This design comes from an exercise in tuning for small area, a short achievable clock period and few clock cycles per item on the open sky130 flow, not from production work.
No functional check of the RTL was part of any run shown here.
Power is estimated from default activity; no workload was simulated.

$ cat flow/run.sh
#!/bin/bash
# Standard synthesis, unchanged; then the standard ORFS layout steps with
# the settings below.
set -euo pipefail
bash standard.sh synth > synth.log 2>&1
bash standard.sh \
  BUFFER_PORTS_ARGS=-buffer_cell\ sky130_fd_sc_hd__buf_2 \
  SETUP_SLACK_MARGIN=7.9 \
  CTS_ARGS=-sink_clustering_enable\ -repair_clock_nets\ -dont_use_dummy_load \
  finish > layout.log 2>&1
$ cat standard.sh
#!/bin/bash
# synth_recipe.tcl (not shown) runs the flow's synth.tcl, then flattens the netlist and writes it again
# the make line also repeats each setting of config.mk as NAME=value (left out here)
make -C /OpenROAD-flow-scripts/flow DESIGN_CONFIG=/design/flow/config.mk WORK_HOME=/design/flow/orfs CLKGATE_MAP_FILE= SYNTH_SCRIPT=/design/flow/synth_recipe.tcl "${@:-finish}"
$ cat config.mk
export PLATFORM = sky130hd
export DESIGN_NAME = inline_markup_style_parser_core
export DESIGN_NICKNAME = inline_markup_style_parser_core
export VERILOG_FILES = /design/flow/design.v
export SDC_FILE = /design/flow/constraint.sdc
export NUM_CORES = 4
export LEC_CHECK = 0
export CAP_MARGIN = 20
export CORE_MARGIN = 2
export CORE_UTILIZATION = 60
export SLEW_MARGIN = 20
$ cat constraint.sdc
create_clock -name core_clock -period 11.0 [get_ports {clk}]
set_input_delay 2.2000 -clock core_clock [delete_from_list [all_inputs] [get_ports {clk}]]
set_output_delay 2.2000 -clock core_clock [all_outputs]
set_load 0.01 [all_outputs]
$ cat design.v
`timescale 1ns / 1ps
`default_nettype none
package imsp_pkg;
	localparam logic [1:0] KIND_CHAR = 2'd0;
	localparam logic [1:0] KIND_EOL  = 2'd1;
	localparam logic [1:0] KIND_EOF  = 2'd2;
	localparam logic [1:0] EV_CHAR   = 2'd0;
	localparam logic [1:0] EV_PARA   = 2'd1;
	localparam logic [1:0] EV_CENTRE = 2'd2;
	localparam logic [1:0] EV_ERROR  = 2'd3;
	localparam int ST_BOLD   = 0;
	localparam int ST_ITALIC = 1;
	localparam int ST_UNDER  = 2;
	localparam int ST_STRIKE = 3;
	localparam logic [15:0] CH_BSLASH = 16'h005C;
	localparam logic [15:0] CH_GT     = 16'h003E;
	localparam logic [15:0] CH_LT     = 16'h003C;
	localparam logic [15:0] CH_STAR   = 16'h002A;
	localparam logic [15:0] CH_UNDER  = 16'h005F;
	localparam logic [15:0] CH_TILDE  = 16'h007E;
	function automatic logic [15:0] hdr_unit(input logic [3:0] pos);
		logic [15:0] u;
		case (pos)
			4'd0: u = 16'h002F;
			4'd1: u = 16'h002A;
			4'd2: u = 16'h004D;
			4'd3: u = 16'h0054;
			4'd4: u = 16'h0058;
			4'd5: u = 16'h0054;
			4'd6: u = 16'h0031;
			4'd7: u = 16'h002A;
			4'd8: u = 16'h002F;
			default: u = '0;
		endcase
		hdr_unit = u;
	endfunction
endpackage
`default_nettype wire
`timescale 1ns / 1ps
`timescale 1ns / 1ps
`timescale 1ns / 1ps
`timescale 1ns / 1ps
`default_nettype none
module inline_markup_style_parser_core (
	input  wire logic        clk,
	input  wire logic        arst_n,
	input  wire logic        items_valid,
	output logic             items_ready,
	input  wire logic [15:0] items_code,
	input  wire logic [1:0]  items_kind,
	output logic             results_valid,
	input  wire logic        results_ready,
	output logic [1:0]       results_event_res,
	output logic [15:0]      results_char_out,
	output logic             results_bold,
	output logic             results_italic,
	output logic             results_underline,
	output logic             results_strike,
	output logic             results_last
);
	localparam logic [3:0] PH_SKIP = 4'd12;
	localparam logic [3:0] PH_ERR  = 4'd13;
	localparam logic [2:0] P_NONE = 3'd0;
	localparam logic [2:0] P_BS   = 3'd1;
	localparam logic [2:0] P_LT   = 3'd2;
	localparam logic [2:0] P_TL   = 3'd3;
	localparam logic [2:0] P_ST1  = 3'd4;
	localparam logic [2:0] P_ST2  = 3'd5;
	localparam int SB = imsp_pkg::ST_BOLD;
	localparam int SI = imsp_pkg::ST_ITALIC;
	localparam int SU = imsp_pkg::ST_UNDER;
	localparam int SS = imsp_pkg::ST_STRIKE;
	logic        s_v, i_v;
	logic [15:0] s_code, i_code;
	logic        s_nc, i_nc;
	logic [1:0]  i_kind;
	logic [3:0]  ph_q;
	logic        body_q;
	logic        first_q, zero_q, cent_q, step_q;
	logic [2:0]  pend_q;
	logic [3:0]  sty_q;
	logic        o_v, o_last;
	logic [1:0]  o_ev;
	logic [15:0] o_ch;
	logic [3:0]  o_sty;
	logic acc, or_free, consume, i_free, rdy_q;
	assign items_ready = rdy_q;
	assign acc         = items_valid && rdy_q && (items_kind != 2'd3);
	assign or_free     = !o_v || results_ready;
	logic [15:0] u_code;
	logic        u_nc;
	assign u_nc   = (items_kind != imsp_pkg::KIND_CHAR);
	assign u_code = {items_code[15:1], u_nc ? items_kind[1] : items_code[0]};
	logic k_char, k_eol, k_eof;
	logic in_hdr, in_skip, in_body;
	logic is_bs, is_lt, is_gt, is_st, is_ul, is_tl, hdr_ok;
	assign i_kind  = !i_nc ? imsp_pkg::KIND_CHAR : (i_code[0] ? imsp_pkg::KIND_EOF : imsp_pkg::KIND_EOL);
	assign k_char  = (i_kind == imsp_pkg::KIND_CHAR);
	assign k_eol   = (i_kind == imsp_pkg::KIND_EOL);
	assign k_eof   = (i_kind == imsp_pkg::KIND_EOF);
	assign in_hdr  = !body_q && !(ph_q[3] && ph_q[2]);
	assign in_skip = !body_q && ph_q[3] && ph_q[2] && !ph_q[0];
	assign in_body = body_q;
	assign is_bs   = (i_code == imsp_pkg::CH_BSLASH);
	assign is_lt   = (i_code == imsp_pkg::CH_LT);
	assign is_gt   = (i_code == imsp_pkg::CH_GT);
	assign is_st   = (i_code == imsp_pkg::CH_STAR);
	assign is_ul   = (i_code == imsp_pkg::CH_UNDER);
	assign is_tl   = (i_code == imsp_pkg::CH_TILDE);
	logic hi0, c_sl, c_m, c_t, c_x, c_1;
	assign hi0    = (i_code[15:8] == 8'h00);
	assign c_sl   = hi0 && (i_code[7:0] == 8'h2F);
	assign c_m    = hi0 && (i_code[7:0] == 8'h4D);
	assign c_t    = hi0 && (i_code[7:0] == 8'h54);
	assign c_x    = hi0 && (i_code[7:0] == 8'h58);
	assign c_1    = hi0 && (i_code[7:0] == 8'h31);
	always_comb begin
		case (ph_q)
			4'd0, 4'd8: hdr_ok = c_sl;
			4'd1, 4'd7: hdr_ok = is_st;
			4'd2:       hdr_ok = c_m;
			4'd3, 4'd5: hdr_ok = c_t;
			4'd4:       hdr_ok = c_x;
			4'd6:       hdr_ok = c_1;
			default:    hdr_ok = 1'b0;
		endcase
	end
	logic        a_para, a_tl, a_lt, has_a, two;
	logic [3:0]  n_ph;
	logic        n_body;
	logic        n_first, n_zero, n_cent;
	logic [2:0]  n_pend;
	logic [3:0]  n_sty;
	assign a_para = in_body && zero_q && !first_q && (k_eol || k_char) && !pp_q;
	assign a_tl   = in_body && k_char && (pend_q == P_TL) && !is_tl;
	assign a_lt   = in_body && k_char && (pend_q == P_LT);
	assign has_a  = a_para || a_tl || a_lt;
	logic res_ch, go;
	logic p_bs, p_lt, p_tl, p_st1, p_st2;
	logic [2:0] xr_pend;
	assign p_bs  = (pend_q == P_BS);
	assign p_lt  = (pend_q == P_LT);
	assign p_tl  = (pend_q == P_TL);
	assign p_st1 = (pend_q == P_ST1);
	assign p_st2 = (pend_q == P_ST2);
	assign res_ch = in_body && k_char && !(zero_q && is_gt);
	assign go     = !(p_bs || (p_tl && is_tl) || (p_st1 && is_st) || (p_st2 && is_st));
	always_comb begin
		if (is_bs)                xr_pend = P_BS;
		else if (is_lt && cent_q) xr_pend = P_LT;
		else if (is_st)           xr_pend = P_ST1;
		else if (is_tl)           xr_pend = P_TL;
		else                      xr_pend = P_NONE;
	end
	always_comb begin
		n_body = body_q;
		n_ph   = ph_q;
		if (k_eof) begin
			n_body = 1'b0;
			n_ph   = 4'd0;
		end else if (in_skip && k_eol) begin
			n_body = 1'b1;
		end else if (in_hdr) begin
			if (k_eol || !hdr_ok) n_ph = PH_ERR;
			else                  n_ph = (ph_q == 4'd8) ? PH_SKIP : ph_q + 4'd1;
		end
		n_first = k_eof || (first_q && !in_body);
		n_zero  = k_eof || (in_body ? k_eol : zero_q);
		n_cent  = in_body && k_char && (cent_q || (zero_q && is_gt));
		if (!in_body || !k_char)
			n_pend = P_NONE;
		else if (!res_ch)
			n_pend = pend_q;
		else if (p_st1 && is_st)
			n_pend = P_ST2;
		else if (go)
			n_pend = xr_pend;
		else
			n_pend = P_NONE;
		if (!in_body || !k_char)
			n_sty = 4'h0;
		else if (!res_ch)
			n_sty = sty_q;
		else begin
			n_sty = sty_q;
			n_sty[SB] = sty_q[SB] ^ p_st2;
			n_sty[SI] = sty_q[SI] ^ ((p_st1 && !is_st) || (p_st2 && is_st));
			n_sty[SU] = sty_q[SU] ^ (go && is_ul);
			n_sty[SS] = sty_q[SS] ^ (p_tl && is_tl);
		end
	end
	logic adv, bcent_q;
	logic pre_ok, pre_para, pp_q, pp_last;
	assign pre_ok   = i_v && !step_q && in_body && k_eol && !zero_q
		&& (pend_q != P_BS) && (pend_q != P_TL);
	assign pre_para = pre_ok && items_valid && rdy_q && !items_kind[1];
	assign pp_last  = items_kind[0]
		|| ((items_code[15:8] == 8'h00) && (items_code[7:0] == 8'h5C || items_code[7:0] == 8'h2A
		|| items_code[7:0] == 8'h5F || items_code[7:0] == 8'h7E));
	logic plain;
	assign plain = !(is_bs || (is_lt && cent_q) || is_st || is_ul || is_tl);
	assign two   = in_body && k_char && (
		(zero_q && !first_q && !pp_q && (is_gt || plain))
		|| ((pend_q == P_TL || pend_q == P_LT) && plain));
	assign adv     = i_v && or_free;
	assign consume = adv && (step_q || !two);
	assign i_free  = !i_v || consume;
	logic        e_v, e_last;
	logic [1:0]  e_ev;
	logic [15:0] e_ch;
	logic [3:0]  e_sty;
	logic flush_bs, flush_tl, b_code, b_cen, b_err, bv;
	logic x_emit, sel_code, c_tl, c_lt, c_bs, e_para, e_cen, e_err;
	logic [3:0] tog;
	assign flush_bs = in_body && !k_char && !zero_q && (pend_q == P_BS);
	assign flush_tl = in_body && !k_char && !zero_q && (pend_q == P_TL);
	assign b_code   = in_body && k_char && !(zero_q && is_gt) && ((pend_q == P_BS) || plain);
	assign b_cen    = in_body && k_char && zero_q && is_gt;
	assign b_err    = in_hdr && (!k_char || !hdr_ok);
	assign bv       = b_code || b_cen || b_err || flush_bs || flush_tl;
	assign x_emit   = !step_q && !has_a && b_code;
	assign sel_code = (step_q && !bcent_q) || x_emit;
	assign c_tl     = !step_q && (a_tl || flush_tl);
	assign c_lt     = !step_q && a_lt;
	assign c_bs     = !step_q && flush_bs;
	assign e_para   = !step_q && a_para;
	assign e_cen    = (step_q && bcent_q) || (!step_q && !has_a && b_cen);
	assign e_err    = !step_q && b_err;
	assign tog      = {2'b00, pend_q == P_ST1, pend_q == P_ST2};
	assign e_v    = i_v && (step_q || has_a || bv);
	assign e_last = step_q || !two;
	assign e_ev   = {e_cen || e_err, e_para || e_err};
	assign e_ch   = ({16{sel_code}} & i_code) | ({16{c_tl}} & imsp_pkg::CH_TILDE)
		| ({16{c_lt}} & imsp_pkg::CH_LT) | ({16{c_bs}} & imsp_pkg::CH_BSLASH);
	assign e_sty  = (sel_code || c_tl || c_lt || c_bs) ? (sty_q ^ (x_emit ? tog : 4'h0)) : 4'h0;
	always_ff @(posedge clk or negedge arst_n) begin
		if (!arst_n) begin
			s_v     <= 1'b0;
			rdy_q   <= 1'b0;
			i_v     <= 1'b0;
			o_v     <= 1'b0;
			pp_q    <= 1'b0;
			step_q  <= 1'b0;
			ph_q    <= 4'd0;
			body_q  <= 1'b0;
			first_q <= 1'b1;
			zero_q  <= 1'b1;
			cent_q  <= 1'b0;
			pend_q  <= P_NONE;
			sty_q   <= '0;
		end else begin
			s_v   <= !i_free && (s_v || acc);
			rdy_q <= !(!i_free && (s_v || acc));
			if (i_free) begin
				i_v  <= s_v || acc;
				pp_q <= pre_para;
			end
			if (or_free) begin
				o_v <= e_v || pre_para;
			end
			if (adv) begin
				step_q <= two && !step_q;
			end
			if (adv && !step_q) begin
				ph_q    <= n_ph;
				body_q  <= n_body;
				first_q <= n_first;
				zero_q  <= n_zero;
				cent_q  <= n_cent;
				pend_q  <= n_pend;
				sty_q   <= n_sty;
			end
		end
	end
	always_ff @(posedge clk) begin
		if (!s_v) begin
			s_code <= u_code;
			s_nc   <= u_nc;
		end
		if (i_free) begin
			i_code <= s_v ? s_code : u_code;
			i_nc   <= s_v ? s_nc : u_nc;
		end
		if (adv && !step_q) begin
			bcent_q <= b_cen;
		end
		if (or_free) begin
			o_last <= pre_ok ? pp_last : e_last;
			o_ev   <= {e_ev[1], e_ev[0] || pre_para};
			o_ch   <= e_ch;
			o_sty  <= e_sty;
		end
	end
	assign results_valid     = o_v;
	assign results_event_res = o_ev;
	assign results_char_out  = o_ch;
	assign results_bold      = o_sty[SB];
	assign results_italic    = o_sty[SI];
	assign results_underline = o_sty[SU];
	assign results_strike    = o_sty[SS];
	assign results_last      = o_last;
endmodule
`default_nettype wire
==> impl_metrics.toml, run 1 <==
[logic_synthesis]
yosys_warnings = 1
post-synth-top-count-cell = "edfxtp_1"
syn-num-nets = 394
ys_types = 64
synthCells = 368
synth_area_leaders = "edfxtp_1 31%, dfrtp_1 12%, dfxtp_1 8.7%, mux2_2 4.9%, nor2_1 3.1%"
seq_area_frac_synth_pct = 53.7
syn_area_per_cell_um2 = 10.6
synth_edf_count = 41
synthTopCellsByCount = "41 x edfxtp_1, 32 x nor2_1, 24 x nand2_1"
synth.top_cell.area_share_pct = 31.5
ys_ff_latch = 79
synth-async-reset-ratio_pct = 26.6
synth_top_flop_cell = "edfxtp_1"
synth_top_area_cell = "edfxtp_1"
netlist_area_mm2 = 0.00391

[timing]
hold_violations = 0
min_period_over_period_pct = 28.1
rsz0062_at_grt = "true"
maxSlewHeadroom_pct = 43.8
max_freq_mhz = 324
fin_ws_ps = 7910
worst_slew_pin_slew_ps = 842
min_period_ps = 3090
finalSetupViolations = 0
fin_skew_ps = 25.2
fin_setup_tns_ps = 0
hold_slack_ps = 473
drv_slew = 0

[finish]
n_antenna_cell = 0
fillers = 486
stdcell_count = 489
syn2layout_area_growth_pct = 13.2
drive_gt1_share_pct = 24.5
final_nets = 440

[detailed_routing]
antenna_left = 0
avgViaCountPerCell = 6.20
drc = 0
routed_wl_um = 8720
vias = 3030
drt_iter0_drc = 296
first_pass_iters = 5
wire_per_inst_um = 17.8

[floorplan]
core_mm2 = 0.00631
row_count = 29
ioPinCount = 47
die_area_mm2 = 0.00718
fp.dieH_um = 84.7
start_util_pct = 61.9
dieWidth_um = 84.7

[global_route]
antenna_found_initial = 0
grt_overflow_total = 0
grt_pass1_wl_um = 14000
grtUsageTotal_pct = 24.9
grt_pass1_vias = 2782
grt_max_degree = 22

[pwr]
p_per_area_mw_per_mm2 = 201
p_leak_nw = 1.75
peakVddDrop_mv = 0.115

[min_path]
hold_path_class = "reg -> reg"
hp-start = "s_code[1]$_DFF_P_"

[setup_path]
crit_family = "simple AND/OR/NAND/NOR gates"
critPathBufInv = 1
required_ps = 11190
critPathArrivalTime_ps = 3270
worstSetupStartpointType = "primary input"
r2r_setup_slack_ps = 8060
worst_path_max_delay_cell = "or3_1"
path_cells = "buf_8, or3_1, nand2_1, a31oi_1, o22ai_1, a311oi_1, nor2_1"
critPathLaunch = "items_code[4]"
r2r_start = "i_code[8]$_DFFE_PP_"
crit_fanout = 4
cp-end-kind = "register"
crit_type = "in -> reg"
critPathMaxStageDelay_ps = 350

[placement]
post-place-ws_ps = 7060
io_buffers = 46
gp_congestion = 0.938
place_hpwl_um = 6150
dp_cells = 472

[cts]
clk_pin_slew_ps = 60
cts_tree = "built"
clkLatencyLatePin_ps = 350
root_buffer = "clkbuf_8"
cts_buffers = 9
clkSinkCount = 79
clockBufferDepth = 2
htreeDepth = 3
postCtsHoldBufs = 0

[outcome]
outcome = "timing/DRC/antenna clean"

[flow_run]
maxCapViolations = 0
-- layer usage --
metal  track usage (%)  wire, µm  vias up  share of wire, %
li1                  -         -     1455                 -
met1              36.9      4030     1446                46
met2              36.4      4060      117                47
met3              6.10       500       12               5.7
met4              7.50       127        0               1.5
met5                 0         0        -                 0
-- power breakdown --
part | leakage (nW) | internal [mW] | total (mW) | switching, mW
sequential | 0.845 | 0.391 | 0.462 | 0.0713
combinational | 0.836 | 0.113 | 0.264 | 0.151
clock | 0.0647 | 0.0731 | 0.161 | 0.0875
-- worst reg2reg max path: stages (launching register included) --
cell	delay (ps)
edfxtp_1	400
or4_4	600
nor3_1	380
nand2_1	220
o21ai_1	290
a2111oi_2	160
o21ai_4	390
mux2_1	370
-- stage by stage --
step           instance area [µm²]  power (mW)  util, %
3_5_place_dp                  4200       0.713     66.6
2_1_floorplan                 3960       0.631        -
6_report                      4420       0.887     70.1
5_1_grt                       4420       0.941     70.1
3_3_place_gp                  4200       0.707     66.6
4_1_cts                       4370       0.879     69.1
-- layout make-up --
class	count	area, µm²	area share [%]
timing repair buffer	52	292	6.59
multi-input combinational	256	1740	39.3
sequential	79	2100	47.5
inverter	15	65.1	1.47
clock buffer	9	124	2.80
timing repair inverter	1	7.51	0.170
tap	77	96.3	2.18
-- worst paths after layout --
path	end	cells past startpoint
worst max-delay path	o_last$_DFFE_PN_	7
worst min-delay path	s_code[1]$_DFF_P_	1
worst max register to register	pp_q$_DFFE_PN0P_	7
worst min register to register	s_code[1]$_DFF_P_	1
max in group asynchronous	first_q$_DFFE_PN1P_	1
min in group asynchronous	rdy_q$_DFF_PN0_	1
-- cell families after synthesis --
| logic type | count (synthesis) | synth area share (%) |
|---|---|---|
| fa+ha+maj | 4 | 1.28 |
| xor+xnor | 5 | 1.12 |
| simple gates | 140 | 19.5 |
| flops | 79 | 53.7 |
| mux | 20 | 5.70 |
| buf+inv | 34 | 3.52 |
| compound gates | 86 | 15.1 |
-- what timing repair did --
item                       in CTS  in global routing
setup endpoints to repair      38                 26
cloned                          1                  1
setup buffers                   3                  3
pin swaps                       1                  7
gates resized for setup         3                  7
-- flip-flops by register name, summed over array words and instances (netlist names) --
signal and count:
bcent_q 1, body_q 1, cent_q 1, first_q 1
i_code 16, i_nc 1, i_v 1, o_ch 16
o_ev 2, o_last 1, o_sty 4, o_v 1
pend_q 3, ph_q 4, pp_q 1, rdy_q 1
s_code 16, s_nc 1, s_v 1, step_q 1
sty_q 4, zero_q 1
-- cell usage in the layout, fill, tap and decap left out, types with 3 or more instances in the layout --
| cell type | count |
|---|---|
| buf_2 | 44 |
| edfxtp_1 | 41 |
| nor2_1 | 32 |
| nand2_1 | 24 |
| dfrtp_1 | 19 |
| mux2_2 | 17 |
| dfxtp_1 | 17 |
| o21ai_0 | 14 |
| a21oi_1 | 14 |
| nor3_1 | 13 |
| inv_1 | 12 |
| and2_1 | 11 |
| nand3_1 | 10 |
| a31oi_1 | 9 |
| a21o_1 | 9 |
| clkbuf_8 | 9 |
| nand2b_1 | 8 |
| buf_4 | 6 |
| nor2b_1 | 5 |
| nor4_1 | 5 |
| o21a_1 | 4 |
| a211oi_1 | 4 |
| xnor2_1 | 4 |
| ha_1 | 4 |
| or2_2 | 3 |
| nand4b_1 | 3 |
| and4_1 | 3 |
| o21ai_4 | 3 |
| o211ai_1 | 3 |
| nor3b_1 | 3 |
| or3_1 | 3 |
| a311oi_1 | 3 |
==> run 2, diff against run 1 <==
--- a/flow/run.sh
+++ b/flow/run.sh
@@ -6,5 +6,5 @@
 bash standard.sh \
   BUFFER_PORTS_ARGS=-buffer_cell\ sky130_fd_sc_hd__buf_2 \
-  SETUP_SLACK_MARGIN=7.9 \
+  SETUP_SLACK_MARGIN=8.0 \
   CTS_ARGS=-sink_clustering_enable\ -repair_clock_nets\ -dont_use_dummy_load \
   finish > layout.log 2>&1
==> run 2 against run 1 <==
Worst setup slack worse by 7.5 ps; wire length up 3.8%; final area rose by 4.6%; power is 4.8% higher; via count grew 2.6%; non-clock buffer count up 12; clock skew barely moved; fmax down 0.24%; first-iteration DRC count is 15% lower; largest power group unchanged.
==> impl_metrics.toml, run 2 <==
[floorplan]
start_util_pct = 61.9
dieWidth_um = 84.7
core_mm2 = 0.00631
ioPinCount = 47
row_count = 29
fp.dieH_um = 84.7
die_area_mm2 = 0.00718

[logic_synthesis]
synthTopCellsByCount = "41 x edfxtp_1, 32 x nor2_1, 24 x nand2_1"
synth_top_flop_cell = "edfxtp_1"
seq_area_frac_synth_pct = 53.7
syn-num-nets = 394
ys_ff_latch = 79
post-synth-top-count-cell = "edfxtp_1"
yosys_warnings = 1
synth-async-reset-ratio_pct = 26.6
synth.top_cell.area_share_pct = 31.5
synth_top_area_cell = "edfxtp_1"
synth_edf_count = 41
synthCells = 368
netlist_area_mm2 = 0.00391
ys_types = 64
synth_area_leaders = "edfxtp_1 31%, dfrtp_1 12%, dfxtp_1 8.7%, mux2_2 4.9%, nor2_1 3.1%"
syn_area_per_cell_um2 = 10.6

[pwr]
p_total_mw = 0.930
internal_power_mw = 0.608
swShare_pct = 34.7
power.net_switching_mw = 0.323
comb_power_share_pct = 33.0
pwr-share-seq_pct = 49.8
p_per_area_mw_per_mm2 = 201
peakVddDrop_mv = 0.121
pwr-share-clk_pct = 17.3
p_leak_nw = 1.84

[setup_path]
cp-end-kind = "register"
crit_type = "in -> reg"
critPathArrivalTime_ps = 3300
r2r_setup_slack_ps = 8170
critPathBufInv = 5
worstSetupStartpointType = "primary input"
critPathMaxStageDelay_ps = 320
worst_path_max_delay_cell = "mux2_2"
required_ps = 11210
crit_fanout = 2
path_cells = "buf_6, nor2b_4, buf_12, clkinvlp_4, buf_4, buf_8, nand2_1, mux2_2"
crit_family = "buffers and inverters"

[detailed_routing]
avgViaCountPerCell = 6.21
drc = 0
routed_wl_um = 9050
wire_per_inst_um = 18.1
first_pass_iters = 4
antenna_left = 0
vias = 3110
drt_iter0_drc = 253

[finish]
fin_util_pct = 73.3
drive_gt1_share_pct = 29.5
layout_common_cells = "43 x buf_2, 41 x edfxtp_1, 31 x nor2_1"
final_nets = 452
syn2layout_area_growth_pct = 18.4
n_antenna_cell = 0
reg.largest.list = "i_code: 16 flops, o_ch: 16 flops, s_code: 16 flops"
final_common_cell = "buf_2"
final_area_mm2 = 0.00463

[global_route]
antenna_found_initial = 0
grt_max_degree = 22
grtUsageTotal_pct = 26.0
grt_overflow_total = 0
grt_pass1_vias = 2875
grt_pass1_wl_um = 14500

[cts]
clkSinkCount = 79
clkLatencyLatePin_ps = 340
root_buffer = "clkbuf_8"
clockBufferDepth = 2
cts_buffers = 9
postCtsHoldBufs = 0
cts_tree = "built"
clk_pin_slew_ps = 70
htreeDepth = 3

[min_path]
hold_path_class = "reg -> reg"

[timing]
drv_slew = 0
fin_skew_ps = 25.0
worst_slew_pin_slew_ps = 803
min_period_ps = 3100
min_period_over_period_pct = 28.1
maxSlewHeadroom_pct = 46.3
hold_violations = 0
rsz0062_at_grt = "true"
finalSetupViolations = 0
max_freq_mhz = 323
fin_setup_tns_ps = 0

[placement]
place_hpwl_um = 6250
io_buffers = 46
gp_congestion = 0.938
place_area_mm2 = 0.00420

[flow_run]
maxCapViolations = 0

[outcome]
outcome = "timing/DRC/antenna clean"
==> run 2: cell counts after synthesis <==
No cell type changed its count.
==> run 2: worst paths after layout <==
path                                            from                    to  cells after the start
worst min register to register          s_nc$_DFF_P_          s_nc$_DFF_P_                      2
worst max register to register  i_code[13]$_DFFE_PP_     o_ch[1]$_DFFE_PN_                      7
max in group asynchronous                     arst_n    zero_q$_DFFE_PN1P_                      1
worst max-delay path                   results_ready    step_q$_DFFE_PN0P_                      8
worst min-delay path                    s_nc$_DFF_P_          s_nc$_DFF_P_                      2
min in group asynchronous                     arst_n  sty_q[1]$_DFFE_PN0P_                      1
==> run 2: logic make-up after synthesis <==
group                    count (synthesis)  share of synthesized area (%)
XOR/XNOR                                 5                           1.12
AND/OR/NAND/NOR                        140                           19.5
buffers and inverters                   34                           3.52
flip-flops                              79                           53.7
AO/OA/AOI/OAI                           86                           15.1
adder cells (fa/ha/maj)                  4                           1.28
multiplexers                            20                           5.70
==> run 2: what timing repair did <==
action,4_1_cts,5_1_grt
gates resized for setup,18,15
cloned,2,0
buffers inserted,11,7
pin swaps,12,10
hold endpoints to repair,0,0
setup endpoints to repair,88,65
==> run 2: power groups by stage <==
stage | combinational [mW] | sequential (mW) | clock (mW)
floorplan | 0.190 | 0.441 | 0
global placement | 0.243 | 0.464 | 0
detailed placement | 0.247 | 0.466 | 0
CTS | 0.285 | 0.461 | 0.164
global route | 0.336 | 0.473 | 0.177
finish | 0.307 | 0.463 | 0.161
==> run 2: layer usage <==
metal  share of wire (%)  vias to the layer above  global-route usage (%)  wire (µm)
met1                  43                     1501                    36.7       3890
met2                  48                      118                    40.2       4380
met5                   0                        -                       0          0
met4                 1.4                        0                    8.37        129
li1                    -                     1477                       -          -
met3                 7.1                       14                    5.90        643
==> run 2: cell type report <==
| type | instances | area, µm² |
|---|---|---|
| fillers | 470 | 1680 |
| repair inverters | 1 | 7.51 |
| repair buffers | 64 | 432 |
| multi-input cells | 256 | 1810 |
| flip-flops and latches | 79 | 2100 |
| inverters | 15 | 65.1 |
| well taps | 77 | 96.3 |
| clock buffers | 9 | 124 |
==> run 2: worst min-delay path, stage by stage, from the launching register on <==
cell and delay (ps):
dfxtp_1 310, nand2_1 40, o21ai_0 80
==> run 2: metrics by stage <==
stage          hold WS [ps]  worst slack, ps  cells
3_3_place_gp            449             7130    472
2_1_floorplan           431             7480    368
3_5_place_dp            454             7050    472
4_1_cts                 472             7880    494
5_1_grt                 497             7850    501
6_report                473             7900    501
==> run 3, diff against run 2 <==
==> flow/run.sh (replaced) <==
#!/bin/bash
# Standard synthesis, unchanged; then the standard ORFS layout steps with
# the settings below.
set -euo pipefail
bash standard.sh synth > synth.log 2>&1
bash standard.sh \
  BUFFER_PORTS_ARGS=-buffer_cell\ sky130_fd_sc_hd__buf_1 \
  SETUP_SLACK_MARGIN=7.9 \
  CTS_ARGS=-sink_clustering_enable\ -repair_clock_nets\ -dont_use_dummy_load \
  finish > layout.log 2>&1
==> run 3 against run 2 <==
Fmax shrank 0.93%; sequential power is essentially flat; register-to-register slack lost 130 ps; wire length grew 0.66%; flip-flop and latch count is the same; final area shrank 4.5%; clock power is essentially flat; clock-buffer cell count is the same; critical endpoint is now o_last$_DFFE_PN_.
==> impl_metrics.toml, run 3 <==
[outcome]
outcome = "timing/DRC/antenna clean"

[global_route]
grt_pass1_wl_um = 14600
grt_overflow_total = 0
grt_max_degree = 22
grtUsageTotal_pct = 26.0
grt_pass1_vias = 2885
antenna_found_initial = 0

[pwr]
internal_power_mw = 0.577
power.net_switching_mw = 0.315
peakVddDrop_mv = 0.123
p_total_mw = 0.892
p_leak_nw = 1.64
p_per_area_mw_per_mm2 = 202
pwr-share-seq_pct = 52.0
comb_power_share_pct = 29.9
pwr-share-clk_pct = 18.1
swShare_pct = 35.3

[cts]
clockBufferDepth = 2
clkSinkCount = 79
cts_buffers = 9
root_buffer = "clkbuf_8"
clk_pin_slew_ps = 90
clkLatencyLatePin_ps = 350
cts_tree = "built"
postCtsHoldBufs = 0
htreeDepth = 3

[timing]
hold_slack_ps = 477
hold_violations = 0
fin_setup_tns_ps = 0
min_period_ps = 3120
worst_slew_pin_slew_ps = 858
maxSlewHeadroom_pct = 42.7
finalSetupViolations = 0
fin_skew_ps = 28.7
drv_slew = 0
min_period_over_period_pct = 28.4
rsz0062_at_grt = "true"
max_freq_mhz = 320

[logic_synthesis]
syn-num-nets = 394
synth_edf_count = 41
synth_area_leaders = "edfxtp_1 31%, dfrtp_1 12%, dfxtp_1 8.7%, mux2_2 4.9%, nor2_1 3.1%"
yosys_warnings = 1
synth-async-reset-ratio_pct = 26.6
synth_top_area_cell = "edfxtp_1"
ys_types = 64
synthTopCellsByCount = "41 x edfxtp_1, 32 x nor2_1, 24 x nand2_1"
synth_top_flop_cell = "edfxtp_1"
syn_area_per_cell_um2 = 10.6
netlist_area_mm2 = 0.00391
ys_ff_latch = 79
post-synth-top-count-cell = "edfxtp_1"
synthCells = 368
seq_area_frac_synth_pct = 53.7
synth.top_cell.area_share_pct = 31.5

[finish]
multi_input_area_mm2 = 0.00175
fillers = 511
ff_latch_area_mm2 = 0.00210
drive_gt1_share_pct = 15.6
reg.largest.list = "i_code: 16 flops, o_ch: 16 flops, s_code: 16 flops"
syn2layout_area_growth_pct = 13.2
n_antenna_cell = 0
final_nets = 445
final_common_cell = "buf_1"
final_area_mm2 = 0.00442
stdcell_count = 494
layout_common_cells = "43 x buf_1, 41 x edfxtp_1, 32 x nor2_1"

[detailed_routing]
avgViaCountPerCell = 6.28
wire_per_inst_um = 18.4
routed_wl_um = 9110
drt_iter0_drc = 255
drc = 0
antenna_left = 0
first_pass_iters = 5
vias = 3100

[setup_path]
crit_fanout = 4
r2r_setup_slack_ps = 8040
reg2regPathDepth = 7
r2r_start = "i_code[8]$_DFFE_PP_"
worstSetupStartpointType = "primary input"
critPathArrivalTime_ps = 3300
rr_endpoint = "pp_q$_DFFE_PN0P_"
cp-end-kind = "register"
crit_type = "in -> reg"
required_ps = 11180
critPathLaunch = "items_code[6]"
worstSetupEndpoint = "o_last$_DFFE_PN_"

[floorplan]
core_mm2 = 0.00631
die_area_mm2 = 0.00718
fp.dieH_um = 84.7
start_util_pct = 61.9
row_count = 29
ioPinCount = 47
dieWidth_um = 84.7

[min_path]
hold_path_class = "reg -> reg"
holdPathStages = 1

[placement]
gp_congestion = 0.992
place_hpwl_um = 6400
dp_cells = 473
place_area_mm2 = 0.00415
io_buffers = 46

[flow_run]
maxCapViolations = 0
## run 3: cell counts after synthesis
Identical to the previous run, type by type.
## run 3: final cells by class
type	count	area share, %
Inverter	15	1.47
Sequential cell	79	47.5
Multi-Input combinational cell	256	39.5
Timing Repair inverter	1	0.170
Clock buffer	9	2.80
Timing Repair Buffer	57	6.39
Tap cell	77	2.18
## run 3: worst min-delay path by stage
stage | startpoint | endpoint | slack, ps
6_report | s_code[6]$_DFF_P_ | s_code[6]$_DFF_P_ | 480
5_1_grt | s_code[3]$_DFF_P_ | s_code[3]$_DFF_P_ | 490
3_3_place_gp | s_nc$_DFF_P_ | s_nc$_DFF_P_ | 450
2_1_floorplan | s_code[0]$_DFF_P_ | s_code[0]$_DFF_P_ | 430
4_1_cts | s_code[6]$_DFF_P_ | s_code[6]$_DFF_P_ | 480
3_5_place_dp | s_code[6]$_DFF_P_ | s_code[6]$_DFF_P_ | 460
## run 3: worst max-delay path, stage by stage
cell and delay (ps):
buf_1 110, or3_1 350, nand2_1 70, a31oi_1 70
o22ai_1 230, a311oi_1 140, nor2_1 140
## run 3: logic make-up after synthesis
group	count (synthesis)	share of synthesized area (%)
AND/OR/NAND/NOR	140	19.5
AO/OA/AOI/OAI	86	15.1
flip-flops	79	53.7
buffers and inverters	34	3.52
multiplexers	20	5.70
XOR/XNOR	5	1.12
adder cells (fa/ha/maj)	4	1.28
## run 3: power by group through the flow
stage	registers [mW]	logic [mW]	clock network, mW
final	0.464	0.267	0.162
after global routing	0.472	0.294	0.178
after CTS	0.462	0.250	0.163
after detailed placement	0.468	0.240	0
after global placement	0.465	0.233	0
after floorplan	0.441	0.190	0
## run 3: timing repair
| item | CTS | global route |
|---|---|---|
| pin swaps | 6 | 5 |
| resized for setup | 7 | 8 |
| gates cloned | 1 | 1 |
| setup buffers | 4 | 6 |
| endpoints found under the setup margin | 40 | 43 |
## run 3: per-layer routing
metal	vias to the layer above	routed length, µm	track usage [%]
li1	1470	-	-
met1	1512	3940	35.8
met2	102	4350	41.0
met3	16	615	5.31
met4	0	195	9.52
met5	-	0	0
## run 3: metrics by stage
step	util (%)	setup WS [ps]
after floorplan	-	7480
after global placement	65.8	7130
after detailed placement	65.8	7060
after CTS	68.7	7830
after global routing	70.1	7820
final	70.1	7880
==> run 4, diff against run 3 <==
==> flow/run.sh (replaced) <==
#!/bin/bash
# Standard synthesis, unchanged; then the standard ORFS layout steps with
# the settings below.
set -euo pipefail
bash standard.sh synth > synth.log 2>&1
bash standard.sh \
  BUFFER_PORTS_ARGS=-buffer_cell\ sky130_fd_sc_hd__buf_2 \
  SETUP_SLACK_MARGIN=7.9 \
  CTS_ARGS=-sink_clustering_enable\ -repair_clock_nets\ -dont_use_dummy_load\ -sink_clustering_size\ 24\ -sink_clustering_max_diameter\ 300\ -sink_clustering_levels\ 1\ -buf_list\ sky130_fd_sc_hd__clkbuf_16\ -root_buf\ sky130_fd_sc_hd__clkbuf_16 \
  finish > layout.log 2>&1
==> run 4 against run 3 <==
Clock skew is 11 ps lower; area after synthesis stayed put; non-clock buffer count is 1 lower; global-route usage is 0.97 points lower; final area is 3.0% higher; sequential power hardly changed; critical path depth stayed put; fmax is 1.1% higher; clock power is 49% higher; cell count is 0.20% lower; worst hold slack worse by 6.5 ps; power is 9.3% higher; critical path type unchanged.
==> impl_metrics.toml, run 4 <==
[detailed_routing]
drt_iter0_drc = 309
routed_wl_um = 8710
antenna_left = 0
drc = 0
vias = 3073
avgViaCountPerCell = 6.23
wire_per_inst_um = 17.7
first_pass_iters = 5

[finish]
final_common_cell = "buf_2"
layout_common_cells = "44 x buf_2, 41 x edfxtp_1, 32 x nor2_1"
fin_util_pct = 72.2
syn2layout_area_growth_pct = 16.5
n_antenna_cell = 0
reg.largest.list = "i_code: 16 flops, o_ch: 16 flops, s_code: 16 flops"
drive_gt1_share_pct = 25.2
final_area_mm2 = 0.00456
stdcell_count = 493
final_nets = 444

[logic_synthesis]
synth_area_leaders = "edfxtp_1 31%, dfrtp_1 12%, dfxtp_1 8.7%, mux2_2 4.9%, nor2_1 3.1%"
syn_area_per_cell_um2 = 10.6
ys_ff_latch = 79
seq_area_frac_synth_pct = 53.7
synth_top_area_cell = "edfxtp_1"
synth_top_flop_cell = "edfxtp_1"
synthCells = 368
synth-async-reset-ratio_pct = 26.6
post-synth-top-count-cell = "edfxtp_1"
synthTopCellsByCount = "41 x edfxtp_1, 32 x nor2_1, 24 x nand2_1"
synth_edf_count = 41
synth.top_cell.area_share_pct = 31.5
yosys_warnings = 1
netlist_area_mm2 = 0.00391
ys_types = 64
syn-num-nets = 394

[placement]
place_hpwl_um = 6150
gp_congestion = 0.938
place_area_mm2 = 0.00420
post-place-ws_ps = 7060
io_buffers = 46
dp_cells = 472

[setup_path]
critPathLaunch = "items_code[4]"
worstSetupStartpointType = "primary input"
critPathArrivalTime_ps = 3270
critPathBufInv = 1
path_cells = "buf_8, or3_1, nand2_1, a31oi_1, o22ai_1, a311oi_1, nor2_1"
crit_fanout = 4
r2r_setup_slack_ps = 8090
rr_endpoint = "pp_q$_DFFE_PN0P_"
reg2regPathDepth = 7
cp-end-kind = "register"
crit_family = "simple AND/OR/NAND/NOR gates"
crit_cells = 7
r2r_start = "i_code[8]$_DFFE_PP_"
worstSetupEndpoint = "o_last$_DFFE_PN_"
required_ps = 11180
crit_type = "in -> reg"
critPathMaxStageDelay_ps = 350
worst_path_max_delay_cell = "or3_1"

[floorplan]
start_util_pct = 61.9
core_mm2 = 0.00631
die_area_mm2 = 0.00718
row_count = 29
ioPinCount = 47
fp.dieH_um = 84.7
dieWidth_um = 84.7

[cts]
clkSinkCount = 79
cts_tree = "built"
htreeDepth = 3
clkLatencyLatePin_ps = 330
cts_buffers = 9
clockBufferDepth = 2
clk_pin_slew_ps = 50
postCtsHoldBufs = 0
root_buffer = "clkbuf_16"

[timing]
min_period_ps = 3090
min_period_over_period_pct = 28.1
rsz0062_at_grt = "true"
finalSetupViolations = 0
fin_setup_tns_ps = 0
fin_ws_ps = 7910
fin_skew_ps = 17.5
max_freq_mhz = 323
worst_slew_pin_slew_ps = 798
maxSlewHeadroom_pct = 46.7
drv_slew = 0
hold_violations = 0
hold_slack_ps = 470

[pwr]
p_total_mw = 0.975
p_per_area_mw_per_mm2 = 214
peakVddDrop_mv = 0.147
p_leak_nw = 1.81

[global_route]
grt_max_degree = 22
grt_overflow_total = 0
grt_pass1_wl_um = 14200
antenna_found_initial = 0
grt_pass1_vias = 2804
grtUsageTotal_pct = 25.0

[flow_run]
maxCapViolations = 0

[outcome]
outcome = "timing/DRC/antenna clean"

[min_path]
hold_path_class = "reg -> reg"
## run 4: cell counts after synthesis
No cell type changed its count.
## run 4: per-layer routing
layer	track usage [%]	up-vias	share of wire, %
li1	-	1472	-
met1	37.3	1463	46
met2	36.6	116	46
met3	6.10	22	6.1
met4	7.50	0	1.9
met5	0	-	0
## run 4: what timing repair did
action | in CTS | in global routing
gates cloned | 1 | 1
gates resized for setup | 3 | 7
setup endpoints to repair | 38 | 27
buffers inserted | 4 | 6
pin swaps | 1 | 7
## run 4: worst min path at each step
stage                      start                end  slack, ps  cells past startpoint
6_report       s_code[1]$_DFF_P_  s_code[1]$_DFF_P_        470                      1
5_1_grt        s_code[9]$_DFF_P_  s_code[9]$_DFF_P_        490                      1
4_1_cts        s_code[1]$_DFF_P_  s_code[1]$_DFF_P_        470                      1
3_5_place_dp        s_nc$_DFF_P_       s_nc$_DFF_P_        460                      2
3_3_place_gp   s_code[0]$_DFF_P_  s_code[0]$_DFF_P_        450                      2
2_1_floorplan  s_code[0]$_DFF_P_  s_code[0]$_DFF_P_        430                      2
## run 4: layout make-up
type | count | area [µm²]
repair buffers | 56 | 322
inverters | 15 | 65.1
flip-flops and latches | 79 | 2100
fillers | 471 | 1760
clock buffers | 9 | 225
multi-input cells | 256 | 1740
repair inverters | 1 | 7.51
well taps | 77 | 96.3
## run 4: cell families (layout without fill, tap and decap cells)
logic type | Yosys count | after routing | share of synthesized area, %
xor gates and xnor gates | 5 | 5 | 1.12
muxes | 20 | 20 | 5.70
DFF | 79 | 79 | 53.7
AOI/OAI and AO/OA | 86 | 87 | 15.1
buffers and inverters | 34 | 81 | 3.52
adders and majority gates | 4 | 4 | 1.28
and+or+nand+nor | 140 | 140 | 19.5
## run 4: power by group
part | total, mW | internal [mW] | switching, mW
registers | 0.463 | 0.392 | 0.0715
clock network | 0.241 | 0.143 | 0.0977
logic | 0.270 | 0.119 | 0.151
==> run 5, diff against run 4 <==
--- a/design.v
+++ b/design.v
@@ -67,4 +67,6 @@
 	localparam logic [2:0] P_ST1  = 3'd4;
 	localparam logic [2:0] P_ST2  = 3'd5;
+	localparam logic [2:0] P_Z1   = 3'd6;
+	localparam logic [2:0] P_Z0   = 3'd7;
 	localparam int SB = imsp_pkg::ST_BOLD;
 	localparam int SI = imsp_pkg::ST_ITALIC;
@@ -78,4 +80,6 @@
 	logic        body_q;
 	logic        first_q, zero_q, cent_q, step_q;
+	assign zero_q  = pend_q[2] && pend_q[1];
+	assign first_q = zero_q && !pend_q[0];
 	logic [2:0]  pend_q;
 	logic [3:0]  sty_q;
@@ -129,5 +133,5 @@
 	logic [3:0]  n_ph;
 	logic        n_body;
-	logic        n_first, n_zero, n_cent;
+	logic        n_cent;
 	logic [2:0]  n_pend;
 	logic [3:0]  n_sty;
@@ -165,11 +169,13 @@
 			else                  n_ph = (ph_q == 4'd8) ? PH_SKIP : ph_q + 4'd1;
 		end
-		n_first = k_eof || (first_q && !in_body);
-		n_zero  = k_eof || (in_body ? k_eol : zero_q);
 		n_cent  = in_body && k_char && (cent_q || (zero_q && is_gt));
-		if (!in_body || !k_char)
-			n_pend = P_NONE;
-		else if (!res_ch)
+		if (k_eof)
+			n_pend = P_Z1;
+		else if (!in_body)
 			n_pend = pend_q;
+		else if (k_eol)
+			n_pend = P_Z0;
+		else if (!res_ch)
+			n_pend = P_NONE;
 		else if (p_st1 && is_st)
 			n_pend = P_ST2;
@@ -244,8 +250,6 @@
 			ph_q    <= 4'd0;
 			body_q  <= 1'b0;
-			first_q <= 1'b1;
-			zero_q  <= 1'b1;
 			cent_q  <= 1'b0;
-			pend_q  <= P_NONE;
+			pend_q  <= P_Z1;
 			sty_q   <= '0;
 		end else begin
@@ -265,6 +269,4 @@
 				ph_q    <= n_ph;
 				body_q  <= n_body;
-				first_q <= n_first;
-				zero_q  <= n_zero;
 				cent_q  <= n_cent;
 				pend_q  <= n_pend;
==> flow/run.sh (replaced) <==
#!/bin/bash
# Standard synthesis, unchanged; then the standard ORFS layout steps with
# the settings below.
set -euo pipefail
bash standard.sh synth > synth.log 2>&1
bash standard.sh \
  BUFFER_PORTS_ARGS=-buffer_cell\ sky130_fd_sc_hd__buf_2 \
  SETUP_SLACK_MARGIN=7.9 \
  CTS_ARGS=-sink_clustering_enable\ -repair_clock_nets\ -dont_use_dummy_load \
  finish > layout.log 2>&1
==> run 5 against run 4 <==
First-iteration DRC count shrank 2.3%; via count grew 3.5%; worst setup slack lost 16 ps; die area grew 0.65%; highest routed layer unchanged; largest power group unchanged; critical endpoint is now sty_q[3]$_DFFE_PN0P_; clock-buffer cell count is the same; non-clock buffer count grew 4; still clean.
==> impl_metrics.toml, run 5 <==
[outcome]
outcome = "timing/DRC/antenna clean"

[timing]
hold_slack_ps = 475
hold_violations = 0
worst_slew_pin_slew_ps = 737
fin_setup_tns_ps = 0
drv_slew = 0
min_period_ps = 3110
maxSlewHeadroom_pct = 50.9
finalSetupViolations = 0
rsz0062_at_grt = "true"
max_freq_mhz = 322
fin_skew_ps = 31.4
fin_ws_ps = 7890
min_period_over_period_pct = 28.3

[detailed_routing]
vias = 3181
antenna_left = 0
routed_wl_um = 8940
drt_iter0_drc = 302
avgViaCountPerCell = 6.29
wire_per_inst_um = 17.7
first_pass_iters = 5
drc = 0

[finish]
final_area_mm2 = 0.00451
syn2layout_area_growth_pct = 14.5
layout_common_cells = "45 x buf_2, 41 x edfxtp_1, 37 x nor2_1"
final_common_cell = "buf_2"
drive_gt1_share_pct = 25.4
reg.largest.list = "i_code: 16 flops, o_ch: 16 flops, s_code: 16 flops"
n_antenna_cell = 0
stdcell_count = 506
final_nets = 457

[global_route]
grtUsageTotal_pct = 25.5
grt_overflow_total = 0
grt_max_degree = 22
antenna_found_initial = 0
grt_pass1_wl_um = 14400
grt_pass1_vias = 2916

[logic_synthesis]
synthCells = 379
synth_area_leaders = "edfxtp_1 31%, dfrtp_1 11%, dfxtp_1 8.6%, mux2_2 4.3%, nor2_1 3.5%"
syn-num-nets = 405
synth.top_cell.area_share_pct = 31.3
ys_ff_latch = 77
synth_edf_count = 41
seq_area_frac_synth_pct = 52.1
synthTopCellsByCount = "41 x edfxtp_1, 37 x nor2_1, 22 x a21oi_1"
syn_area_per_cell_um2 = 10.4
synth-async-reset-ratio_pct = 24.7
ys_types = 72
post-synth-top-count-cell = "edfxtp_1"
yosys_warnings = 1
synth_top_area_cell = "edfxtp_1"
netlist_area_mm2 = 0.00394
synth_top_flop_cell = "edfxtp_1"

[setup_path]
crit_fanout = 5
critPathArrivalTime_ps = 3320
r2r_start = "i_code[0]$_DFFE_PP_"
crit_top_cell = "buf_6"
worst_path_max_delay_cell = "nor2b_4"
r2r_setup_slack_ps = 8030
reg2regPathDepth = 6
cp-end-kind = "register"
worstSetupStartpointType = "primary input"
path_cells = "buf_6, nor2b_4, clkinvlp_4, nand3_4, a31oi_4, buf_6, nand4_1, xor2_1, nor2_1"
critPathMaxStageDelay_ps = 180
crit_type = "in -> reg"
crit_family = "simple AND/OR/NAND/NOR gates"
rr_endpoint = "pp_q$_DFFE_PN0P_"
critPathBufInv = 3
required_ps = 11210

[pwr]
p_leak_nw = 1.80
peakVddDrop_mv = 0.115
p_per_area_mw_per_mm2 = 155

[min_path]
holdPathStages = 1
hp-start = "s_code[2]$_DFF_P_"
holdPathEnd = "s_code[2]$_DFF_P_"
hold_path_class = "reg -> reg"

[flow_run]
maxCapViolations = 0

[cts]
postCtsHoldBufs = 0
cts_tree = "built"
clk_pin_slew_ps = 80
cts_buffers = 9
root_buffer = "clkbuf_8"
clockBufferDepth = 2
htreeDepth = 3
clkLatencyLatePin_ps = 350
clkSinkCount = 77

[floorplan]
row_count = 29
core_mm2 = 0.00635
start_util_pct = 62.0
fp.dieH_um = 85.0
dieWidth_um = 85.0
die_area_mm2 = 0.00722
ioPinCount = 47

[placement]
place_hpwl_um = 6250
place_area_mm2 = 0.00421
gp_congestion = 0.924
dp_cells = 482
post-place-ws_ps = 6870
io_buffers = 46
## run 5: changes by cell type in the layout (fill, tap and decap cells not counted), moves of 6 or more
cell | previous run | this run
a21o_1 | 9 | 0
a21oi_1 | 14 | 21
and2_1 | 11 | 3
clkbuf_16 | 9 | 0
clkbuf_8 | 0 | 9
inv_1 | 12 | 18
nand2_1 | 24 | 16
nor2b_1 | 5 | 15
o21ai_1 | 2 | 10
## run 5: cell type report
| cell class | instances | area (µm²) |
|---|---|---|
| clock buffer | 9 | 124 |
| fill | 485 | 1840 |
| inverter | 20 | 81.3 |
| multi-input combinational | 262 | 1780 |
| sequential | 77 | 2050 |
| tap | 77 | 96.3 |
| timing repair buffer | 60 | 370 |
| timing repair inverter | 1 | 7.51 |
## run 5: report_power, final
group	internal, mW	total (mW)	leakage [nW]	switching (mW)
logic	0.0686	0.162	0.897	0.0937
registers	0.340	0.378	0.842	0.0375
clock network	0.0731	0.160	0.0647	0.0871
## run 5: logic make-up after synthesis
group | count (synthesis) | synth area share, %
xor gates and xnor gates | 4 | 0.890
AOI/OAI and AO/OA | 91 | 16.0
and+or+nand+nor | 145 | 20.5
muxes | 17 | 4.83
buffers and inverters | 40 | 4.13
adders and majority gates | 5 | 1.53
DFF | 77 | 52.1
## run 5: worst max path at each step
stage / startpoint / end / slack, ps / depth (start not counted)
CTS: results_ready / sty_q[2]$_DFFE_PN0P_ / 7760 / 8
global route: results_ready / sty_q[2]$_DFFE_PN0P_ / 7810 / 8
finish: results_ready / sty_q[3]$_DFFE_PN0P_ / 7890 / 9
global placement: results_ready / sty_q[2]$_DFFE_PN0P_ / 6940 / 8
floorplan: results_ready / ph_q[0]$_DFFE_PN0P_ / 7460 / 9
detailed placement: results_ready / sty_q[2]$_DFFE_PN0P_ / 6870 / 8
## run 5: what timing repair did
action / 4_1_cts / 5_1_grt
setup endpoints to repair: 36 / 13
resized for setup: 3 / 3
cloned: 1 / 0
pin swaps: 1 / 3
buffers inserted: 3 / 11
## run 5: per-stage QoR
step           power [mW]  util, %
2_1_floorplan       0.481        -
3_3_place_gp        0.524     66.3
3_5_place_dp        0.527     66.3
4_1_cts             0.688     69.0
5_1_grt             0.737     71.0
6_report            0.700     71.0
## run 5: per-layer routing
| layer | GRT usage, % | part of all wire (%) |
|---|---|---|
| met5 | 0 | 0 |
| met4 | 9.67 | 2.1 |
| met3 | 5.45 | 7.4 |
| met2 | 39.5 | 47 |
| met1 | 35.6 | 43 |
==> run 6, diff against run 5 <==
--- a/design.v
+++ b/design.v
@@ -67,6 +67,4 @@
 	localparam logic [2:0] P_ST1  = 3'd4;
 	localparam logic [2:0] P_ST2  = 3'd5;
-	localparam logic [2:0] P_Z1   = 3'd6;
-	localparam logic [2:0] P_Z0   = 3'd7;
 	localparam int SB = imsp_pkg::ST_BOLD;
 	localparam int SI = imsp_pkg::ST_ITALIC;
@@ -80,6 +78,4 @@
 	logic        body_q;
 	logic        first_q, zero_q, cent_q, step_q;
-	assign zero_q  = pend_q[2] && pend_q[1];
-	assign first_q = zero_q && !pend_q[0];
 	logic [2:0]  pend_q;
 	logic [3:0]  sty_q;
@@ -133,5 +129,5 @@
 	logic [3:0]  n_ph;
 	logic        n_body;
-	logic        n_cent;
+	logic        n_first, n_zero, n_cent;
 	logic [2:0]  n_pend;
 	logic [3:0]  n_sty;
@@ -169,13 +165,11 @@
 			else                  n_ph = (ph_q == 4'd8) ? PH_SKIP : ph_q + 4'd1;
 		end
+		n_first = k_eof || (first_q && !in_body);
+		n_zero  = k_eof || (in_body ? k_eol : zero_q);
 		n_cent  = in_body && k_char && (cent_q || (zero_q && is_gt));
-		if (k_eof)
-			n_pend = P_Z1;
-		else if (!in_body)
-			n_pend = pend_q;
-		else if (k_eol)
-			n_pend = P_Z0;
-		else if (!res_ch)
+		if (!in_body || !k_char)
 			n_pend = P_NONE;
+		else if (!res_ch)
+			n_pend = pend_q;
 		else if (p_st1 && is_st)
 			n_pend = P_ST2;
@@ -250,6 +244,8 @@
 			ph_q    <= 4'd0;
 			body_q  <= 1'b0;
+			first_q <= 1'b1;
+			zero_q  <= 1'b1;
 			cent_q  <= 1'b0;
-			pend_q  <= P_Z1;
+			pend_q  <= P_NONE;
 			sty_q   <= '0;
 		end else begin
@@ -269,4 +265,6 @@
 				ph_q    <= n_ph;
 				body_q  <= n_body;
+				first_q <= n_first;
+				zero_q  <= n_zero;
 				cent_q  <= n_cent;
 				pend_q  <= n_pend;
==> flow/run.sh (replaced) <==
#!/bin/bash
# Standard synthesis, unchanged; then the standard ORFS layout steps with
# plain port buffers, no dummy clock loads, and timing repair aimed below
# the clock period (a smaller aim in the floorplan step than later).
set -euo pipefail
B="BUFFER_PORTS_ARGS=-buffer_cell sky130_fd_sc_hd__buf_2"
C="CTS_ARGS=-sink_clustering_enable -repair_clock_nets -dont_use_dummy_load"
bash standard.sh synth > synth.log 2>&1
bash standard.sh "$B" "$C" SETUP_SLACK_MARGIN=5 floorplan > floorplan.log 2>&1
bash standard.sh "$B" "$C" SETUP_SLACK_MARGIN=7.9 finish > layout.log 2>&1
==> run 6 against run 5 <==
Still clean on timing, DRC and antenna; critical path depth shrank 4; register-to-register slack is essentially flat; flip-flop and latch count increased by 2; cell count down 3.4%; utilization decreased by 0.78 points; critical endpoint is now o_last$_DFFE_PN_; largest cell class unchanged.
==> impl_metrics.toml, run 6 <==
[logic_synthesis]
post-synth-top-count-cell = "edfxtp_1"
syn_area_per_cell_um2 = 10.6
synth_top_area_cell = "edfxtp_1"
syn-num-nets = 394
synthCells = 368
synth_edf_count = 41
ys_types = 64
synth.top_cell.area_share_pct = 31.5
seq_area_frac_synth_pct = 53.7
yosys_warnings = 1
synth_area_leaders = "edfxtp_1 31%, dfrtp_1 12%, dfxtp_1 8.7%, mux2_2 4.9%, nor2_1 3.1%"
netlist_area_mm2 = 0.00391
synth-async-reset-ratio_pct = 26.6
synthTopCellsByCount = "41 x edfxtp_1, 32 x nor2_1, 24 x nand2_1"
synth_top_flop_cell = "edfxtp_1"
ys_ff_latch = 79

[cts]
clk_pin_slew_ps = 70
htreeDepth = 3
root_buffer = "clkbuf_8"
cts_tree = "built"
clkLatencyLatePin_ps = 350
clkSinkCount = 79
postCtsHoldBufs = 0
clockBufferDepth = 2
cts_buffers = 9

[global_route]
grt_pass1_wl_um = 14800
antenna_found_initial = 0
grt_max_degree = 22
grt_overflow_total = 0
grt_pass1_vias = 2910
grtUsageTotal_pct = 26.4

[detailed_routing]
vias = 3124
drt_iter0_drc = 353
drc = 0
antenna_left = 0
avgViaCountPerCell = 6.39
first_pass_iters = 5
routed_wl_um = 9080
wire_per_inst_um = 18.6

[timing]
fin_skew_ps = 33.0
worst_slew_pin_slew_ps = 779
max_freq_mhz = 324
drv_slew = 0
min_period_ps = 3090
rsz0062_at_grt = "true"
fin_setup_tns_ps = 0
maxSlewHeadroom_pct = 48.1
hold_violations = 0
finalSetupViolations = 0
hold_slack_ps = 470
min_period_over_period_pct = 28.1

[finish]
fillers = 483
final_common_cell = "buf_2"
drive_gt1_share_pct = 25.0
reg.largest.list = "i_code: 16 flops, o_ch: 16 flops, s_code: 16 flops"
final_nets = 440
n_antenna_cell = 0
layout_common_cells = "43 x buf_2, 41 x edfxtp_1, 32 x nor2_1"
syn2layout_area_growth_pct = 13.3

[setup_path]
worstSetupStartpointType = "primary input"
crit_fanout = 2
required_ps = 11200
cp-end-kind = "register"
critPathArrivalTime_ps = 3290
crit_type = "in -> reg"

[pwr]
p_leak_nw = 1.75
p_per_area_mw_per_mm2 = 200
peakVddDrop_mv = 0.117

[placement]
io_buffers = 46
place_hpwl_um = 6350
gp_congestion = 0.913

[floorplan]
ioPinCount = 47
core_mm2 = 0.00631
dieWidth_um = 84.7
fp.dieH_um = 84.7
start_util_pct = 61.9
die_area_mm2 = 0.00718
row_count = 29

[flow_run]
maxCapViolations = 0

[outcome]
outcome = "timing/DRC/antenna clean"

[min_path]
hold_path_class = "reg -> reg"
run 6: critical path, cell delays in order:
cell and delay, ps:
buf_2 110, or4b_4 540, nor3_2 210, a311oi_1 110, nor2_1 120
run 6: area by class of cell:
class	count	area [µm²]	share of cell area (%)
well taps	77	96.3	2.17
repair inverters	1	5.00	0.113
flip-flops and latches	79	2100	47.4
repair buffers	52	298	6.72
inverters	15	65.1	1.47
clock buffers	9	124	2.80
multi-input cells	256	1740	39.3
run 6: worst paths after layout:
| check | startpoint | end | slack (ps) | depth (start not counted) |
|---|---|---|---|---|
| max | items_code[8] | o_last$_DFFE_PN_ | 7910 | 5 |
| max in group asynchronous | arst_n | first_q$_DFFE_PN1P_ | 8800 | 1 |
| max reg2reg | i_code[8]$_DFFE_PP_ | o_ch[1]$_DFFE_PN_ | 8020 | 7 |
| min in group asynchronous | arst_n | sty_q[1]$_DFFE_PN0P_ | 1810 | 1 |
| min | s_nc$_DFF_P_ | s_nc$_DFF_P_ | 470 | 2 |
| min reg2reg | s_nc$_DFF_P_ | s_nc$_DFF_P_ | 470 | 2 |
run 6: kinds of logic (layout without fill, tap and decap cells):
logic type                 after synthesis  count (layout)  synth area share, %
DFF                                     79              79                 53.7
buffers and inverters                   34              77                 3.52
adders and majority gates                4               4                 1.28
xor gates and xnor gates                 5               5                 1.12
muxes                                   20              20                 5.70
AOI/OAI and AO/OA                       86              87                 15.1
and+or+nand+nor                        140             140                 19.5
run 6: report_power, final:
part	total (mW)	leakage (nW)	switching [mW]	internal (mW)
clock	0.162	0.0647	0.0885	0.0730
sequential	0.461	0.845	0.0701	0.391
combinational	0.264	0.838	0.151	0.114
run 6: timing repair:
action,in CTS,in global routing
setup endpoints to repair,63,30
resized for setup,13,10
pin swaps,2,7
buffers inserted,4,2
gates cloned,2,0
run 6: through the flow:
stage	std cells	utilization, %	power, mW	instance area [µm²]	setup slack (ps)
global route	489	70.2	0.941	4430	7830
floorplan	368	-	0.623	3910	6970
detailed placement	472	65.8	0.706	4150	6350
global placement	472	65.8	0.698	4150	6530
CTS	487	69.2	0.880	4370	7850
finish	489	70.2	0.887	4430	7910
run 6: routing by layer:
layer  part of all wire (%)  GRT usage, %
met1                     44          37.3
met2                     47          40.6
met3                    6.3          4.92
met4                    2.3          11.0
met5                      0             0
==> run 7, diff against run 6 <==
--- a/flow/run.sh
+++ b/flow/run.sh
@@ -7,4 +7,4 @@
 C="CTS_ARGS=-sink_clustering_enable -repair_clock_nets -dont_use_dummy_load"
 bash standard.sh synth > synth.log 2>&1
-bash standard.sh "$B" "$C" SETUP_SLACK_MARGIN=5 floorplan > floorplan.log 2>&1
+bash standard.sh "$B" "$C" SETUP_SLACK_MARGIN=0 floorplan > floorplan.log 2>&1
 bash standard.sh "$B" "$C" SETUP_SLACK_MARGIN=7.9 finish > layout.log 2>&1
==> run 7 against run 6 <==
Global-route usage is the same; first-iteration DRC count unchanged; clock-buffer cell count did not move; clock power about the same; worst hold slack unchanged; largest power group unchanged.
==> impl_metrics.toml, run 7 <==
[outcome]
outcome = "timing/DRC/antenna clean"

[logic_synthesis]
synth.top_cell.area_share_pct = 31.5
ys_types = 64
ys_ff_latch = 79
seq_area_frac_synth_pct = 53.7
synth_compound_area_share_pct = 15.1
synthSimpleGateAreaFrac_pct = 19.5
post-synth-top-count-cell = "edfxtp_1"
synth_top_area_cell = "edfxtp_1"
syn_area_per_cell_um2 = 10.6
syn-num-nets = 394
synth_fa_ha_area_share_pct = 1.28
synthCells = 368
netlist_area_mm2 = 0.00391
synth_top_flop_cell = "edfxtp_1"
synth_xor_xnor_area_share_pct = 1.12
synth_top_family_by_area = "simple AND/OR/NAND/NOR gates"
synthMuxAreaShare_pct = 5.70
yosys_warnings = 1
synth-async-reset-ratio_pct = 26.6
synth_edf_count = 41
synthTopCellsByCount = "41 x edfxtp_1, 32 x nor2_1, 24 x nand2_1"
synth_area_leaders = "edfxtp_1 31%, dfrtp_1 12%, dfxtp_1 8.7%, mux2_2 4.9%, nor2_1 3.1%"

[setup_path]
cp-end-kind = "register"
r2r_start = "i_code[8]$_DFFE_PP_"
crit_type = "in -> reg"
path_cells = "buf_2, or4b_4, nor3_2, a311oi_1, nor2_1"
critPathArrivalTime_ps = 3290
rr_endpoint = "o_ch[1]$_DFFE_PN_"
crit_fanout = 2
required_ps = 11200
r2r_setup_slack_ps = 8020
worstSetupStartpointType = "primary input"
reg2regPathDepth = 7
critPathMaxStageDelay_ps = 540
worst_path_max_delay_cell = "or4b_4"

[timing]
worst_slew_pin_slew_ps = 779
fin_skew_ps = 33.0
maxSlewHeadroom_pct = 48.1
finalSetupViolations = 0
min_period_over_period_pct = 28.1
hold_slack_ps = 470
hold_violations = 0
rsz0062_at_grt = "true"
drv_slew = 0
fin_setup_tns_ps = 0
min_period_ps = 3090
max_freq_mhz = 324

[cts]
postCtsHoldBufs = 0
clockBufferDepth = 2
clk_pin_slew_ps = 70
clkLatencyLatePin_ps = 350
cts_buffers = 9
root_buffer = "clkbuf_8"
htreeDepth = 3
clkSinkCount = 79
cts_tree = "built"

[floorplan]
dieWidth_um = 84.7
ioPinCount = 47
fp.dieH_um = 84.7
start_util_pct = 61.9
row_count = 29
core_mm2 = 0.00631
die_area_mm2 = 0.00718

[min_path]
hold_path_class = "reg -> reg"
holdPathStages = 2
holdPathEnd = "s_nc$_DFF_P_"
hp-start = "s_nc$_DFF_P_"

[detailed_routing]
wire_per_inst_um = 18.6
routed_wl_um = 9080
drt_iter0_drc = 353
first_pass_iters = 5
antenna_left = 0
drc = 0
avgViaCountPerCell = 6.39
vias = 3124

[flow_run]
maxCapViolations = 0

[global_route]
antenna_found_initial = 0
grt_overflow_total = 0
grt_max_degree = 22
grt_pass1_wl_um = 14800
grtUsageTotal_pct = 26.4
grt_pass1_vias = 2910

[finish]
reg.largest.list = "i_code: 16 flops, o_ch: 16 flops, s_code: 16 flops"
final_nets = 440
final_common_cell = "buf_2"
syn2layout_area_growth_pct = 13.3
drive_gt1_share_pct = 25.0
layout_common_cells = "43 x buf_2, 41 x edfxtp_1, 32 x nor2_1"
n_antenna_cell = 0

[pwr]
peakVddDrop_mv = 0.117
p_leak_nw = 1.75
p_per_area_mw_per_mm2 = 200

[placement]
io_buffers = 46
gp_congestion = 0.913
place_hpwl_um = 6350
[run 7: timing repair]
item                       CTS  global route
cloned                       2             0
resized for setup           13            10
setup buffers                4             2
pin swaps                    2             7
setup endpoints to repair   63            30
[run 7: per-stage QoR]
step | std cells | util (%) | power [mW] | worst slack [ps] | area [µm²]
3_3_place_gp | 472 | 65.8 | 0.698 | 6530 | 4150
5_1_grt | 489 | 70.2 | 0.941 | 7830 | 4430
2_1_floorplan | 368 | - | 0.623 | 6970 | 3910
6_report | 489 | 70.2 | 0.887 | 7910 | 4430
3_5_place_dp | 472 | 65.8 | 0.706 | 6350 | 4150
4_1_cts | 487 | 69.2 | 0.880 | 7850 | 4370
[run 7: worst max path at each step]
stage / start / end / slack, ps
after floorplan: results_ready / sty_q[2]$_DFFE_PN0P_ / 6970
after global routing: results_ready / pend_q[2]$_DFFE_PN0P_ / 7830
after global placement: results_ready / sty_q[2]$_DFFE_PN0P_ / 6530
after CTS: results_ready / i_code[8]$_DFFE_PP_ / 7850
final: items_code[8] / o_last$_DFFE_PN_ / 7910
after detailed placement: results_ready / sty_q[2]$_DFFE_PN0P_ / 6350
[run 7: cells by family after synthesis]
group	after synthesis
AOI/OAI and AO/OA	86
and+or+nand+nor	140
adders and majority gates	4
DFF	79
xor gates and xnor gates	5
buffers and inverters	34
muxes	20
[run 7: routing by layer]
layer  vias up  global-route usage, %  part of all wire (%)
met3        26                   4.92                   6.3
met1      1505                   37.3                    44
met2       142                   40.6                    47
met4         0                   11.0                   2.3
met5         -                      0                     0
li1       1451                      -                     -
[run 7: power breakdown]
group / total [mW] / internal (mW) / switching, mW / leakage, nW
clock network: 0.162 / 0.0730 / 0.0885 / 0.0647
registers: 0.461 / 0.391 / 0.0701 / 0.845
logic: 0.264 / 0.114 / 0.151 / 0.838
[run 7: worst max-delay path, delay by kind of cell]
family	cells	cell delay [ps]
AOI/OAI and AO/OA	1	110
buffers and inverters	1	110
and+or+nand+nor	3	870
[run 7: area by class of cell]
cell class	instances	area [µm²]
Sequential cell	79	2100
Fill cell	483	1880
Multi-Input combinational cell	256	1740
Timing Repair Buffer	52	298
Clock buffer	9	124
Tap cell	77	96.3
Inverter	15	65.1
Timing Repair inverter	1	5.00

[port drivers added, routing unchanged]
The results above use ideal ports. As a check the final layouts listed here were re-extracted and re-timed, cells and wires unchanged.
Step 1 assumes that a clkbuf_16 drives the clock port and a buf_2 every other input.
Step 2 adds t to the input delays and takes it off the output delays; t is the mean of the earliest and latest rising clock arrival at the registers after step 1. Input paths then give back, and output paths get back, about the clock's delay inside the block.
a / b / c = ideal / step 1 / step 2; a / b = the first two.
| run | shift t [ns] | setup slack, ns | latest minus earliest clock arrival (ns) | worst register clock-pin slew, ns | cell pins on the clock port's net |
|---|---|---|---|---|---|
| run 1 | 0.363 | 7.912 / 7.892 / 7.532 | 0.025 / 0.025 | 0.09 / 0.09 | 1 |
| run 2 | 0.360 | 7.905 / 7.900 / 7.540 | 0.025 / 0.025 | 0.09 / 0.09 | 1 |
| run 3 | 0.364 | 7.875 / 7.869 / 7.504 | 0.029 / 0.029 | 0.09 / 0.09 | 1 |
| run 4 | 0.355 | 7.908 / 7.893 / 7.538 | 0.018 / 0.018 | 0.06 / 0.06 | 1 |
| run 5 | 0.360 | 7.892 / 7.882 / 7.521 | 0.032 / 0.031 | 0.09 / 0.09 | 1 |
| run 6 | 0.367 | 7.909 / 7.896 / 7.535 | 0.033 / 0.033 | 0.09 / 0.09 | 1 |
| run 7 | 0.367 | 7.909 / 7.896 / 7.535 | 0.033 / 0.033 | 0.09 / 0.09 | 1 |
After both steps setup and hold are still met in every run listed. The setup slack of run 1, which loses most, moves by -0.020 ns with the drivers and by -0.380 ns with both steps.
